Source: an optimization exercise on an open RTL-to-GDS flow (aim: small area, a short achievable clock period and few clock cycles). Production flows keep margins and buffers that such runs may drop.
At most, simulation tests tie the RTL to the original design; equivalence was not proved.
Power and IR drop assume default switching activity.

## conv_rescaler
module conv_rescaler #(
    parameter int NB_PIXEL = 19,
    parameter int NB_COUNT = 32,
    parameter int NB_OUT   = 8,
    parameter int NB_FRAC  = 16
) (
    input  logic                clock,
    input  logic                reset,
    input  logic                i_extremesValid,
    input  logic [NB_PIXEL-1:0] i_maxValue,
    input  logic [NB_PIXEL-1:0] i_minValue,
    input  logic [NB_COUNT-1:0] i_imageSize,
    input  logic                i_valid,
    input  logic [NB_PIXEL-1:0] i_convValue,
    output logic                o_ready,
    output logic [NB_OUT-1:0]   o_pixel,
    output logic                o_valid,
    output logic                o_endSignal
);
    localparam int NB_R     = NB_PIXEL;
    localparam int NB_SCALE = NB_OUT + NB_FRAC;           
    localparam int ND       = (NB_R + 2) / 2;             
    localparam int LC       = 10;                         
    localparam logic [NB_SCALE-1:0] DIVIDEND = {{NB_OUT{1'b1}}, {NB_FRAC{1'b0}}};
    logic                 init_q, prep_q, div_q, run_q;
    logic                 v0_q, l0_q, v1_q, l1_q, v2_q, l2_q, v3_q, e3_q;
    logic [NB_PIXEL-1:0]  c_q;        
    logic [NB_PIXEL-1:0]  min_q;
    logic [NB_R-1:0]      range_q;
    logic [NB_COUNT-1:0]  count_q;    
    logic [NB_SCALE-1:0]  scale_q;
    logic [3*ND-2:0]      bd_q;       
    logic [NB_SCALE-1:LC] psa_q, psb_q;
    logic                 pc_q;
    logic [NB_OUT-1:0]    pixel_q;
    logic idle, accept, last_acc, lone_end, start;
    logic [NB_PIXEL:0]    delta;      
    logic                 d_neg, d_big, span_ok;   
  ...
==> flow/config.mk <==
export PLATFORM = sky130hd
export DESIGN_NAME = conv_rescaler
export DESIGN_NICKNAME = conv_rescaler
export VERILOG_FILES = /design/flow/design.v
export SDC_FILE = /design/flow/constraint.sdc
export NUM_CORES = 4
export LEC_CHECK = 0
export ABC_CLOCK_PERIOD_IN_PS = 4000
export CAP_MARGIN = 20
export CORE_MARGIN = 2
export CORE_UTILIZATION = 40
export SETUP_SLACK_MARGIN = 5
export SLEW_MARGIN = 20
==> flow/constraint.sdc <==
create_clock -name core_clock -period 9.0 [get_ports {clock}]
set_input_delay 1.8000 -clock core_clock [delete_from_list [all_inputs] [get_ports {clock}]]
set_output_delay 1.8000 -clock core_clock [all_outputs]
set_load 0.01 [all_outputs]
standard.sh (not shown) runs the stock make flow with config.mk's settings and CLKGATE_MAP_FILE= SYNTH_SCRIPT=/design/flow/synth_recipe.tcl, a recipe that flattens the netlist after the stock synthesis.
==> flow/flow/run.sh <==
#!/bin/bash
# Standard layout, with the port buffers made from the smallest plain buffer and a clock tree
# of smaller buffers without dummy loads.
set -euo pipefail
export BUFFER_PORTS_ARGS="-buffer_cell sky130_fd_sc_hd__buf_1"
export CTS_ARGS="-sink_clustering_enable -repair_clock_nets -dont_use_dummy_load -buf_list {sky130_fd_sc_hd__clkbuf_4 sky130_fd_sc_hd__clkbuf_8}"
bash standard.sh > standard_flow.log 2>&1
The starting point completed without violations.
Change:
--- a/flow/flow/run.sh
+++ b/flow/flow/run.sh
@@ -2,2 +2,2 @@
-# Standard layout, with the port buffers made from the smallest plain buffer and a clock tree
-# of smaller buffers without dummy loads.
+# Standard layout, with the port buffers made from the smallest plain buffer, a clock tree
+# of smaller buffers without dummy loads, and timing repair aiming 3.4 ns below the clock period.
@@ -6,0 +7 @@
+export SETUP_SLACK_MARGIN=5.6
- ABC_CLOCK_PERIOD_IN_PS: 4000 -> 3500
- SETUP_SLACK_MARGIN: 5 -> default
Result: Cell area rises by 6.0%; count of clock-buffer cells in the layout stays the same; via count rises by 1.9%.
No run of this note included a check of the RTL's function; only the layout flow was run.

========
conv_rescaler, a different RTL version from the one above (not shown whole).
Size in the first run: roughly 1,600 cells after synthesis, about 210 flip-flops, about 100 I/O pins.
Settings: LEC_CHECK=0, ABC_CLOCK_PERIOD_IN_PS=2500, CAP_MARGIN=20, CORE_MARGIN=2, CORE_UTILIZATION=40, SETUP_SLACK_MARGIN=5, SLEW_MARGIN=20; clock period 9.0 ns.
==> flow/flow/run.sh <==
#!/bin/bash
# Standard layout, with the port buffers made from the smallest plain buffer and a clock tree
# of clkbuf_8 buffers without dummy loads.
set -euo pipefail
export BUFFER_PORTS_ARGS="-buffer_cell sky130_fd_sc_hd__buf_1"
export CTS_ARGS="-sink_clustering_enable -repair_clock_nets -dont_use_dummy_load -buf_list {sky130_fd_sc_hd__clkbuf_8}"
bash standard.sh > standard_flow.log 2>&1
The baseline finished clean.
Rerun with:
- ABC_AREA: not set -> 1
- ABC_CLOCK_PERIOD_IN_PS: 2500 -> 4000
Total power shrinks by about 12%.
Clock-buffer cell count is unchanged.
Wire length rises by about 1%.
Die area went up by about 1.3%.
Non-clock buffer count went down by 4.
Cell area increases by about 1.3%.
Global-route usage grows by 0.38 points.
Rerun with:
- ABC_AREA: 1 -> not set
=> The changed run passed the timing, DRC and antenna checks. Power grows by 14%. Final cell count decreases by 11%. Clock skew falls by 17 ps. Via count decreases by 5.8%. Combinational power came out higher by 25%. Global-route usage shrinks by 0.38 points. Sequential share of layout area went up by 0.35 points.
Rerun with:
==> flow/flow/run.sh (replaced) <==
#!/bin/bash
# Standard layout, with the port buffers made from the smallest plain buffer and a clock tree
# of clkbuf_8 buffers, each driving a larger cluster of flip-flops, without dummy loads.
set -euo pipefail
export BUFFER_PORTS_ARGS="-buffer_cell sky130_fd_sc_hd__buf_1"
export CTS_ARGS="-sink_clustering_enable -repair_clock_nets -dont_use_dummy_load -buf_list {sky130_fd_sc_hd__clkbuf_8} -sink_clustering_size 18 -sink_clustering_max_diameter 60"
bash standard.sh > standard_flow.log 2>&1
- CORE_UTILIZATION: 40 -> 60
After rerunning: The changed run ran to the end with no violations. Clock-buffer cell count fell by 17. Die area decreases by a quarter to a third. Clock power goes down by a quarter to a third. Synthesized area stays the same. Total power falls by a few percent. Synthesized cell count does not change. Non-clock buffer count climbs by 14. Register-to-register slack got worse by 50 ps. Routed wire length is about the same. Utilization climbs by 21 points.
Rerun with:
==> flow/flow/run.sh (replaced) <==
#!/bin/bash
# Standard layout, with the port buffers made from the smallest plain buffer, a clock tree
# of clkbuf_8 buffers without dummy loads, and timing repair aiming 3.5 ns below the clock period.
set -euo pipefail
export BUFFER_PORTS_ARGS="-buffer_cell sky130_fd_sc_hd__buf_1"
export CTS_ARGS="-sink_clustering_enable -repair_clock_nets -dont_use_dummy_load -buf_list {sky130_fd_sc_hd__clkbuf_8}"
export SETUP_SLACK_MARGIN=5.5
bash standard.sh > standard_flow.log 2>&1
- ABC_CLOCK_PERIOD_IN_PS: 4000 -> 3500
- CORE_UTILIZATION: 60 -> 40
- SETUP_SLACK_MARGIN: 5 -> not set
=>
- cell area came out higher by 7.5%
- synthesized cell count does not change
- clock-buffer cell count went up by 16
- global-route usage fell by 8.2 points
No run of this note included a check of the RTL's function; only the layout flow was run.

========
conv_rescaler, a different RTL version from the one above (not shown whole).
Size: roughly 1700 cells after synthesis, roughly 100 I/O pins.
export LEC_CHECK = 0
export ABC_CLOCK_PERIOD_IN_PS = 3500
export CAP_MARGIN = 20
export CORE_MARGIN = 2
export CORE_UTILIZATION = 40
export SLEW_MARGIN = 20
create_clock -name core_clock -period 9.0 [get_ports {clock}]
==> flow/flow/run.sh <==
#!/bin/bash
# Standard layout, with the port buffers made from the smallest plain buffer, a clock tree
# of clkbuf_8 buffers without dummy loads, and timing repair aiming for 6.1 ns of setup slack
# (a 2.9 ns period) at the design's 9 ns clock.
set -euo pipefail
export BUFFER_PORTS_ARGS="-buffer_cell sky130_fd_sc_hd__buf_1"
export CTS_ARGS="-sink_clustering_enable -repair_clock_nets -dont_use_dummy_load -buf_list {sky130_fd_sc_hd__clkbuf_8}"
export SETUP_SLACK_MARGIN=6.1
bash standard.sh > standard_flow.log 2>&1
The starting point passed the timing, DRC and antenna checks.
Testbench counts at the start, summed over its fixed seeds: cycles 20,392.
Then changed:
==> flow/flow/run.sh (replaced) <==
#!/bin/bash
# Standard layout, with the port buffers made from the smallest plain buffer, a clock tree
# of clkbuf_16 buffers each driving a cluster of up to 25 flip-flops, without dummy loads,
# and timing repair aiming for 5.8 ns of setup slack (a 3.2 ns period) at the design's 9 ns clock.
set -euo pipefail
export BUFFER_PORTS_ARGS="-buffer_cell sky130_fd_sc_hd__buf_1"
export CTS_ARGS="-sink_clustering_enable -repair_clock_nets -dont_use_dummy_load -buf_list {sky130_fd_sc_hd__clkbuf_16} -sink_clustering_size 25 -sink_clustering_max_diameter 80"
export SETUP_SLACK_MARGIN=5.8
bash standard.sh > standard_flow.log 2>&1
Worst setup slack is worse by 0.023 ns; combinational power falls by about 3%; via count fell by 1.6%; count of clock-buffer cells in the layout fell by 27; final area falls by 4.2%; wire length came out lower by 1.6%.
Then changed:
==> flow/flow/run.sh (replaced) <==
#!/bin/bash
# Standard layout, with the port buffers made from the smallest plain buffer, a clock tree
# of clkbuf_8 buffers without dummy loads, and timing repair aiming for 5.8 ns of setup slack
# (a 3.2 ns period) at the design's 9 ns clock.
set -euo pipefail
export BUFFER_PORTS_ARGS="-buffer_cell sky130_fd_sc_hd__buf_1"
export CTS_ARGS="-sink_clustering_enable -repair_clock_nets -dont_use_dummy_load -buf_list {sky130_fd_sc_hd__clkbuf_8}"
export SETUP_SLACK_MARGIN=5.8
bash standard.sh > standard_flow.log 2>&1
Outcome: The new run finished with timing, DRC and antenna clean. Sequential share of layout area falls by 0.38 points. Fmax rises by 1.5%. Via count rises by about 1%. Synthesized cell count is unchanged. Power rises by about 3.3%.
Then changed:
--- a/flow/flow/run.sh
+++ b/flow/flow/run.sh
@@ -3,2 +3,2 @@
-# of clkbuf_8 buffers without dummy loads, and timing repair aiming for 5.8 ns of setup slack
-# (a 3.2 ns period) at the design's 9 ns clock.
+# of clkbuf_8 buffers without dummy loads, and timing repair aiming for 5.6 ns of setup slack
+# (a 3.4 ns period) at the design's 9 ns clock.
@@ -8 +8 @@
-export SETUP_SLACK_MARGIN=5.8
+export SETUP_SLACK_MARGIN=5.6
After rerunning: Worst hold slack gains 0.0058 ns. Area after synthesis stays the same. Setup slack loses 0.18 ns. Via count fell by a few percent. Combinational power barely changes. Sequential share of layout area rose by 0.78 points. Die area does not change. Power fell slightly. Routed wire length fell by a few percent. Count of clock-buffer cells in the layout stays the same. Final area fell by a few percent.

[re-timing with driven ports]
No port has a modelled driver above. Below, the same layouts with a new extraction and two added sets of constraints.
Step 1: set_driving_cell puts a clkbuf_16 on clock and a buf_2 on each other input, an assumption about the parent block.
Step 2 also shifts input and output timing later by t, the mid clock arrival at the registers, as if the neighbouring blocks saw the same clock.
Slacks: ideal ports / drivers / drivers and shift; pairs: ideal ports / drivers.
| run | t (ns) | setup WS [ns] | hold WS [ns] | worst register clock-pin slew, ns | pins driven straight from the clock port |
|---|---|---|---|---|---|
| the first run of note 1 | 0.556 | 5.106 / 5.106 / 5.106 | 0.359 / 0.359 / 0.359 | 0.12 / 0.12 | 1 |
| the second run of note 1 | 0.553 | 5.306 / 5.306 / 5.306 | 0.356 / 0.356 / 0.356 | 0.11 / 0.11 | 1 |
| the first run of note 2 | 0.618 | 5.187 / 5.187 / 5.187 | 0.347 / 0.347 / 0.347 | 0.06 / 0.06 | 1 |
| the second run of note 2 | 0.617 | 5.157 / 5.157 / 5.157 | 0.350 / 0.350 / 0.350 | 0.06 / 0.06 | 1 |
| the third run of note 2 | 0.618 | 5.187 / 5.187 / 5.187 | 0.347 / 0.347 / 0.347 | 0.06 / 0.06 | 1 |
| the fourth run of note 2 | 0.597 | 5.137 / 5.137 / 5.137 | 0.343 / 0.343 / 0.343 | 0.10 / 0.10 | 1 |
| the fifth run of note 2 | 0.599 | 5.296 / 5.296 / 5.296 | 0.346 / 0.346 / 0.346 | 0.06 / 0.06 | 1 |
| the first run of note 3 | 0.639 | 5.764 / 5.764 / 5.499 | 0.348 / 0.348 / 0.348 | 0.06 / 0.06 | 1 |
| the second run of note 3 | 0.554 | 5.741 / 5.741 / 5.345 | 0.354 / 0.354 / 0.354 | 0.09 / 0.09 | 1 |
| the third run of note 3 | 0.637 | 5.789 / 5.789 / 5.371 | 0.340 / 0.340 / 0.340 | 0.06 / 0.06 | 1 |
| the fourth run of note 3 | 0.617 | 5.613 / 5.613 / 5.213 | 0.346 / 0.346 / 0.346 | 0.06 / 0.06 | 1 |
After both steps setup and hold are still met in every run listed. For the third run of note 3, which loses most, drivers alone change the setup slack by 0.000 ns; drivers and shift together by -0.418 ns.
